Source: an optimization exercise on an open RTL-to-GDS flow (aim: small area). Production flows keep margins and buffers that such runs may drop.
In this exercise RTL edits were held to simulation tests only and were not proved equivalent to the original.
Power is estimated from default activity; no workload was simulated.

run A:
==> flow/design.v <==
module mode7_stepper #(
  parameter int HACT = 640,
  parameter int VACT = 480,
  parameter int VTOT = 525
) (
  input  logic        clk,
  input  logic        reset,
  input  logic        p_tick,
  input  logic        video_on,
  input  logic [9:0]  pixel_x,
  input  logic [9:0]  pixel_y,
  input  logic [15:0] originx,
  input  logic [15:0] originy,
  input  logic [15:0] offsetx,
  input  logic [15:0] offsety,
  input  logic [23:0] scalex,
  input  logic [23:0] scaley,
  input  logic [8:0]  angle,
  input  logic [15:0] tex_mask,
  output logic [8:0]  rom_addr,
  input  logic [15:0] rom_cos,
  input  logic [15:0] rom_sin,
  output logic [15:0] tex_u,
  output logic [15:0] tex_v,
  output logic        tex_valid
);
  localparam logic [9:0] X_END  = 10'(HACT);
  localparam logic [9:0] Y_ACT  = 10'(VACT);
  localparam logic [9:0] Y_LAST = 10'(VTOT - 1);
  localparam int W  = 38;    
  localparam int WL = 19;    
  localparam int WH = W - WL;
  typedef enum logic [1:0] {IDLE, FD, FS, LINE} mode_t;
  logic        ld, line_end, arm, present;
  logic [9:0]  ny;
  assign ld       = p_tick && (pixel_x == '0) && (pixel_y == Y_ACT);
  assign line_end = p_tick && (pixel_x == X_END);
  assign ny       = (pixel_y == Y_LAST) ? 10'd0 : pixel_y + 10'd1;
  assign arm      = line_end && (ny < Y_ACT);
  logic [8:0]  ra;
  logic        dflt;
  logic [15:0] mask, ox, oy, offx, offy;
  assign rom_addr = ra;
  always_ff @(posedge clk or negedge reset) begin
    if (!reset) begin
      ra   <= '0;
      dflt <= 1'b1;
    end else if (ld) begin
      ra   <= angle;
      dflt <= 1'b0;
    end
  end
  always_ff @(posedge clk) begin
    if (ld) begin
      mask <= tex_mask;
      ox   <= originx;
      oy   <= originy;
      offx <= offsetx;
      offy <= offsety;
    end
  end
  mode_t      mode;
  logic [5:0] k;
  logic [1:0] ph;
  logic       fin, armed;
  logic [8:0] yl;    
  assign present = p_tick && video_on && armed;
  always_ff @(posedge clk or negedge reset) begin
    if (!reset) begin
      mode  <= IDLE;
      k     <= '0;
      ph    <= '0;
      fin   <= 1'b0;
      armed <= 1'b0;
    end else begin
      if (line_end) armed <= (ny < Y_ACT);
      if (ld || arm) begin
        mode <= ld ? FD : LINE;
        k    <= 6'd37;
        ph   <= '0;
        fin  <= 1'b0;
      end else if (mode != IDLE) begin
        ph <= ph + 2'd1;
        if (!fin) begin
          if (ph == 2'd3 || (ph == 2'd2 && k >= 6'd9)) begin
            ph <= (k == '0) ? 2'd1 : 2'd0;
            fin <= (k == '0);
            k   <= k - 6'd1;
          end
        end else if (ph == 2'd0) begin
          ph   <= 2'd0;
          fin  <= 1'b0;
          k    <= 6'd37;
          mode <= (mode == FD) ? FS : IDLE;
        end
      end
    end
  end
  always_ff @(posedge clk) begin
    if (line_end) yl <= ny[8:0];
  end
  logic [3:0] kc, ko;
  logic       cosb, sinb, oxb, oyb, ylb, offxb, offyb;
  assign kc    = (k >= 6'd15) ? 4'd15 : k[3:0];
  assign ko    = 4'(k - 6'd22);
  assign cosb  = rom_cos[kc];
  assign sinb  = rom_sin[kc];
  assign oxb   = (k < 6'd16) && ox[k[3:0]];
  assign oyb   = (k < 6'd16) && oy[k[3:0]];
  assign ylb   = (k < 6'd9) && yl[k[3:0]];
  assign offxb = (k >= 6'd22) && offx[ko];
  assign offyb = (k >= 6'd22) && offy[ko];
  logic line, run, hd;
  logic selA, selD, selSu, selSv, inju, injv, cinu, cinv;
  assign line = (mode == LINE);
  assign run  = (mode != IDLE);
  assign hd   = line && !dflt;
  always_comb begin
    selA  = 1'b0;
    cinu  = 1'b0;
    cinv  = 1'b0;
    selD  = present && !dflt;
    selSu = 1'b0;
    selSv = 1'b0;
    if (run && !fin) begin
      case (ph)
        2'd0: begin
          selA = 1'b1;
          cinu = hd && offxb;
          cinv = hd && offyb;
        end
        2'd1: selD = hd && !oxb;
        2'd2: begin
          selSu = line ? hd && !oyb : (mode == FD) ? cosb : !sinb;
          selSv = line ? hd && !oyb : (mode == FD) ? sinb : cosb;
        end
        default: begin
          selSu = hd && ylb;
          selSv = hd && ylb;
        end
      endcase
    end else if (run) begin
      case (ph)
        2'd1: selD = hd;
        2'd2: begin
          selSu = hd || (mode == FS);
          selSv = hd;
        end
        default: ;
      endcase
    end
  end
  assign inju = dflt && present;
  assign injv = dflt && line && !fin && (ph == 2'd3) && ylb;
  logic [WL-1:0] Aln, Bln, Al, Bl;
  logic [WH-1:0] Ahn, Bhn, Ah, Bh;
  assign Al = ~Aln;
  assign Bl = ~Bln;
  assign Ah = ~Ahn;
  assign Bh = ~Bhn;
  logic [W-1:0]  Du, Dv, Su, Sv;
  logic          cun, cvn;                
  logic          hA, hD, hSu, hSv, hiu, hiv;   
  function automatic logic [WL:0] add_lo(input logic [WL-1:0] a, input logic [WL-1:0] b,
                                         input logic ci);
    logic [WL:0]   c;
    logic [WL-1:0] s;
    c[0] = ci;
    for (int i = 0; i < WL; i++) begin
      s[i]   = a[i] ^ b[i] ^ c[i];
      c[i+1] = (a[i] & b[i]) | (a[i] & c[i]) | (b[i] & c[i]);
    end
    add_lo = {c[WL], s};
  endfunction
  function automatic logic [WH-1:0] add_hi(input logic [WH-1:0] a, input logic [WH-1:0] b,
                                           input logic ci);
    logic [WH:0]   c;
    logic [WH-1:0] s;
    c[0] = ci;
    for (int i = 0; i < WH; i++) begin
      s[i]   = a[i] ^ b[i] ^ c[i];
      c[i+1] = (a[i] & b[i]) | (a[i] & c[i]) | (b[i] & c[i]);
    end
    add_hi = s;
  endfunction
  logic [WL-1:0] xul, xvl;
  logic [WH-1:0] xuh, xvh;
  logic [WL:0]   sul, svl;    
  logic [WH-1:0] suh, svh;
  assign xul = ({WL{selA}} & Al) | ({WL{selD}} & Du[WL-1:0]) | ({WL{selSu}} & Su[WL-1:0]);
  assign xvl = ({WL{selA}} & Bl) | ({WL{selD}} & Dv[WL-1:0]) | ({WL{selSv}} & Sv[WL-1:0]);
  assign xuh = ({WH{hA}} & Ah) | ({WH{hD}} & Du[W-1:WL]) | ({WH{hSu}} & Su[W-1:WL]) |
               (WH'(hiu) << (22 - WL));
  assign xvh = ({WH{hA}} & Bh) | ({WH{hD}} & Dv[W-1:WL]) | ({WH{hSv}} & Sv[W-1:WL]) |
               (WH'(hiv) << (22 - WL));
  assign sul = add_lo(Aln, ~xul, !cinu);
  assign svl = add_lo(Bln, ~xvl, !cinv);
  assign suh = add_hi(Ahn, ~xuh, cun);
  assign svh = add_hi(Bhn, ~xvh, cvn);
  always_ff @(posedge clk) begin
    Aln <= sul[WL-1:0];
    Bln <= svl[WL-1:0];
    cun <= sul[WL];
    cvn <= svl[WL];
    Ahn <= suh;
    Bhn <= svh;
  end
  always_ff @(posedge clk) begin
    hA  <= selA;
    hD  <= selD;
    hSu <= selSu;
    hSv <= selSv;
    hiu <= inju;
    hiv <= injv;
  end
  logic wb;
  assign wb = run && fin && (ph == 2'd0);
  always_ff @(posedge clk) begin
    if (ld) begin
      Su <= W'(scalex);
      Sv <= W'(scaley);
    end else if (wb && mode == FS) begin
      Su <= {Ah, Al};
      Sv <= {Bh, Bl};
    end
    if (wb && mode == FD) begin
      Du <= {Ah, Al};
      Dv <= {Bh, Bl};
    end
  end
  always_ff @(posedge clk or negedge reset) begin
    if (!reset) begin
      tex_u     <= '0;
      tex_v     <= '0;
      tex_valid <= 1'b0;
    end else begin
      tex_valid <= present;
      if (present) begin
        tex_u <= ~suh[WH-1:WH-16] & (mask | {16{dflt}});
        tex_v <= ~svh[WH-1:WH-16] & (mask | {16{dflt}});
      end
    end
  end
endmodule
==> flow/config.mk <==
export PLATFORM = sky130hd
export DESIGN_NAME = mode7_stepper
export DESIGN_NICKNAME = mode7_stepper
export VERILOG_FILES = /design/flow/design.v
export SDC_FILE = /design/flow/constraint.sdc
export NUM_CORES = 4
export LEC_CHECK = 0
export CAP_MARGIN = 20
export CORE_MARGIN = 2
export CORE_UTILIZATION = 40
export SLEW_MARGIN = 20
export BUFFER_PORTS_ARGS = -buffer_cell sky130_fd_sc_hd__buf_1
export CTS_ARGS = -sink_clustering_enable -repair_clock_nets -sink_clustering_size 10 -sink_clustering_max_diameter 40 -buf_list sky130_fd_sc_hd__clkbuf_4 -dont_use_dummy_load
==> flow/constraint.sdc <==
create_clock -name core_clock -period 14.0 [get_ports {clk}]
set_input_delay 2.8000 -clock core_clock [delete_from_list [all_inputs] [get_ports {clk}]]
set_output_delay 2.8000 -clock core_clock [all_outputs]
set_load 0.01 [all_outputs]
standard.sh (not shown) runs the stock make flow with config.mk's settings and CLKGATE_MAP_FILE= SYNTH_SCRIPT=/design/flow/synth_recipe.tcl, a recipe that flattens the netlist after the stock synthesis.
==> flow/flow/run.sh <==
#!/bin/bash
set -e
cd "$(dirname "$0")/.."
cat >> "$FLOW_CONFIG" <<'EOC'
export BUFFER_PORTS_ARGS = -buffer_cell sky130_fd_sc_hd__buf_1
export CTS_ARGS = -sink_clustering_enable -repair_clock_nets -sink_clustering_size 10 -sink_clustering_max_diameter 40 -buf_list sky130_fd_sc_hd__clkbuf_4 -dont_use_dummy_load
EOC
bash standard.sh > standard.log 2>&1
Run A has completed all stages; timing, DRC and antenna checks passed.
Edits applied to the flow inputs when going from run A to run B:
Settings: putting PLACE_DENSITY at 0.85 where nothing was set; swapping 40 for 75 in CORE_UTILIZATION; swapping -sink_clustering_enable -repair_clock_nets -sink_clustering_size 10 -sink_clustering_max_diameter 40 -buf_list sky130_fd_sc_hd__clkbuf_4 -dont_use_dummy_load for -sink_clustering_enable -repair_clock_nets -sink_clustering_size 16 -sink_clustering_max_diameter 60 -buf_list sky130_fd_sc_hd__clkbuf_8 -dont_use_dummy_load in CTS_ARGS.
==> flow/flow/run.sh <==
#!/bin/bash
set -e
cd "$(dirname "$0")/.."
cat >> "$FLOW_CONFIG" <<'EOC'
export BUFFER_PORTS_ARGS = -buffer_cell sky130_fd_sc_hd__buf_1
export CTS_ARGS = -sink_clustering_enable -repair_clock_nets -sink_clustering_size 16 -sink_clustering_max_diameter 60 -buf_list sky130_fd_sc_hd__clkbuf_8 -dont_use_dummy_load
EOC
bash standard.sh > standard.log 2>&1
--- outcome ---
- Going from run A to run B, area growth from synthesis to layout shrinks by 2.6 points.
- Min fraction of power consumed by combinational cells across run B and run A: run A
- Run A has lower register-to-register setup slack than run B.
- Delta (run B minus run A): utilization moved up, count of cell instances traversed by the critical path now sits higher, first-pass GRT wire length went down by 11%, latest clock arrival within the worst-skew pair -0.14 ns.
- Global-route usage over all layers ended up 12 points higher on run B than on run A.
- The standard cells in run B occupy less silicon area than those in run A do.
- Route | run B vs run A | wire shorter in run B
Input-level comparison between run C and run B:
Settings: changing CORE_UTILIZATION from 75 to 70; changing CTS_ARGS from -sink_clustering_enable -repair_clock_nets -sink_clustering_size 16 -sink_clustering_max_diameter 60 -buf_list sky130_fd_sc_hd__clkbuf_8 -dont_use_dummy_load to -sink_clustering_enable -repair_clock_nets -sink_clustering_size 18 -sink_clustering_max_diameter 50 -buf_list sky130_fd_sc_hd__clkbuf_8 -dont_use_dummy_load; removing PLACE_DENSITY (formerly 0.85).
==> flow/flow/run.sh <==
#!/bin/bash
set -e
cd "$(dirname "$0")/.."
cat >> "$FLOW_CONFIG" <<'EOC'
export BUFFER_PORTS_ARGS = -buffer_cell sky130_fd_sc_hd__buf_1
export CTS_ARGS = -sink_clustering_enable -repair_clock_nets -sink_clustering_size 18 -sink_clustering_max_diameter 50 -buf_list sky130_fd_sc_hd__clkbuf_8 -dont_use_dummy_load
EOC
bash standard.sh > standard.log 2>&1
- Looking at the reports, run C completed the entire flow and the layout it produced met the timing, DRC and antenna checks.
- Relative to run B, run C degrades clock power.
- Looking at clock-buffer cell count across run B and run C, the one that comes out lower is run B.
- Diff run B -> run C: count of buffering cells on the critical path with inverters included shows a reduction of 1; die extent in y shows an increase of 3.4%; area added between synthesis and finish shows an increase of 0.64 points.
#### Input delta (run D over run C)
Settings: CORE_UTILIZATION now 60, was 70; CTS_ARGS now -sink_clustering_enable -repair_clock_nets -sink_clustering_size 16 -sink_clustering_max_diameter 60 -buf_list sky130_fd_sc_hd__clkbuf_8 -dont_use_dummy_load, was -sink_clustering_enable -repair_clock_nets -sink_clustering_size 18 -sink_clustering_max_diameter 50 -buf_list sky130_fd_sc_hd__clkbuf_8 -dont_use_dummy_load.
==> flow/flow/run.sh <==
#!/bin/bash
set -e
cd "$(dirname "$0")/.."
cat >> "$FLOW_CONFIG" <<'EOC'
export BUFFER_PORTS_ARGS = -buffer_cell sky130_fd_sc_hd__buf_1
export CTS_ARGS = -sink_clustering_enable -repair_clock_nets -sink_clustering_size 16 -sink_clustering_max_diameter 60 -buf_list sky130_fd_sc_hd__clkbuf_8 -dont_use_dummy_load
EOC
bash standard.sh > standard.log 2>&1
Results
On total power of the final layout, run D does better than run C.
Run C has a higher violation count after the first detailed-routing iteration than run D.
Against run C, run D comes in 1.9% lower on internal power contribution.
Cmp run D vs run C: total detailed-routing wirelength lower in run D
Compared to run C, run D has final period utilization 0.69 points higher.
In run D relative to run C, count of clock buffers in the final design had gone down by more than 10%.
When run D is set beside run C, its clock network power share turns out to be 1.0 points smaller.
Run D gives less via count than run C did.
Placeable core region: higher on run D
Compared with run C, run D has less setup slack.
Edits applied to the flow inputs when going from run D to run E:
Settings: swapping 60 for 40 in CORE_UTILIZATION; swapping -sink_clustering_enable -repair_clock_nets -sink_clustering_size 16 -sink_clustering_max_diameter 60 -buf_list sky130_fd_sc_hd__clkbuf_8 -dont_use_dummy_load for -sink_clustering_enable -repair_clock_nets -sink_clustering_size 26 -sink_clustering_max_diameter 80 -buf_list sky130_fd_sc_hd__clkbuf_16 -dont_use_dummy_load in CTS_ARGS.
==> flow/flow/run.sh <==
#!/bin/bash
set -e
cd "$(dirname "$0")/.."
cat >> "$FLOW_CONFIG" <<'EOC'
export BUFFER_PORTS_ARGS = -buffer_cell sky130_fd_sc_hd__buf_1
export CTS_ARGS = -sink_clustering_enable -repair_clock_nets -sink_clustering_size 26 -sink_clustering_max_diameter 80 -buf_list sky130_fd_sc_hd__clkbuf_16 -dont_use_dummy_load
EOC
bash standard.sh > standard.log 2>&1
### Flow results
Looking only at power attributed to combinational cells, and setting everything else aside, the higher value of run E and run D goes to run E. Largest net degree at the start of global routing in run E is 30 above run D. Worst-case setup margin in the final layout: run E vs run D up 0.037 ns. Required time at the endpoint of the critical path in run E is 0.03 ns below run D. Higher static leakage among run E and run D: run E. Taking run D as the reference, in run E met3 track utilization from global routing moved down, cell count moved up. Compared to run D, the router laid down more metal wire for run E. Worst vdd rail ir drop (run E over run D): decrease, about 12%.

[static timing again, ports no longer ideal]
In the flow no input, the clock included, has a driving cell. The finished layouts below were timed again as built, in two steps. Step 1: set_driving_cell puts a clkbuf_16 on clk and a buf_2 on each other input, an assumption about the parent block. Step 2 times the ports against the registers' clock, not the clock port: input delays grow and output delays shrink by t, the midpoint of the rising clock arrivals with the driver on. Three values: ideal ports, drivers, drivers and shift; two values: the first two.
run	t, ns	slack for setup (ns)	worst setup path after step 2
run A	0.754	2.209 / 2.236 / 1.482	input to register
run B	0.615	2.038 / 2.059 / 1.444	input to register
run C	0.567	2.118 / 2.141 / 1.575	input to register
run D	0.645	2.021 / 2.048 / 1.403	input to register
run E	0.595	2.058 / 2.089 / 1.494	input to register
After both steps setup and hold are still met in every run listed. For run A, which loses most, drivers alone change the setup slack by +0.027 ns; drivers and shift together by -0.727 ns.
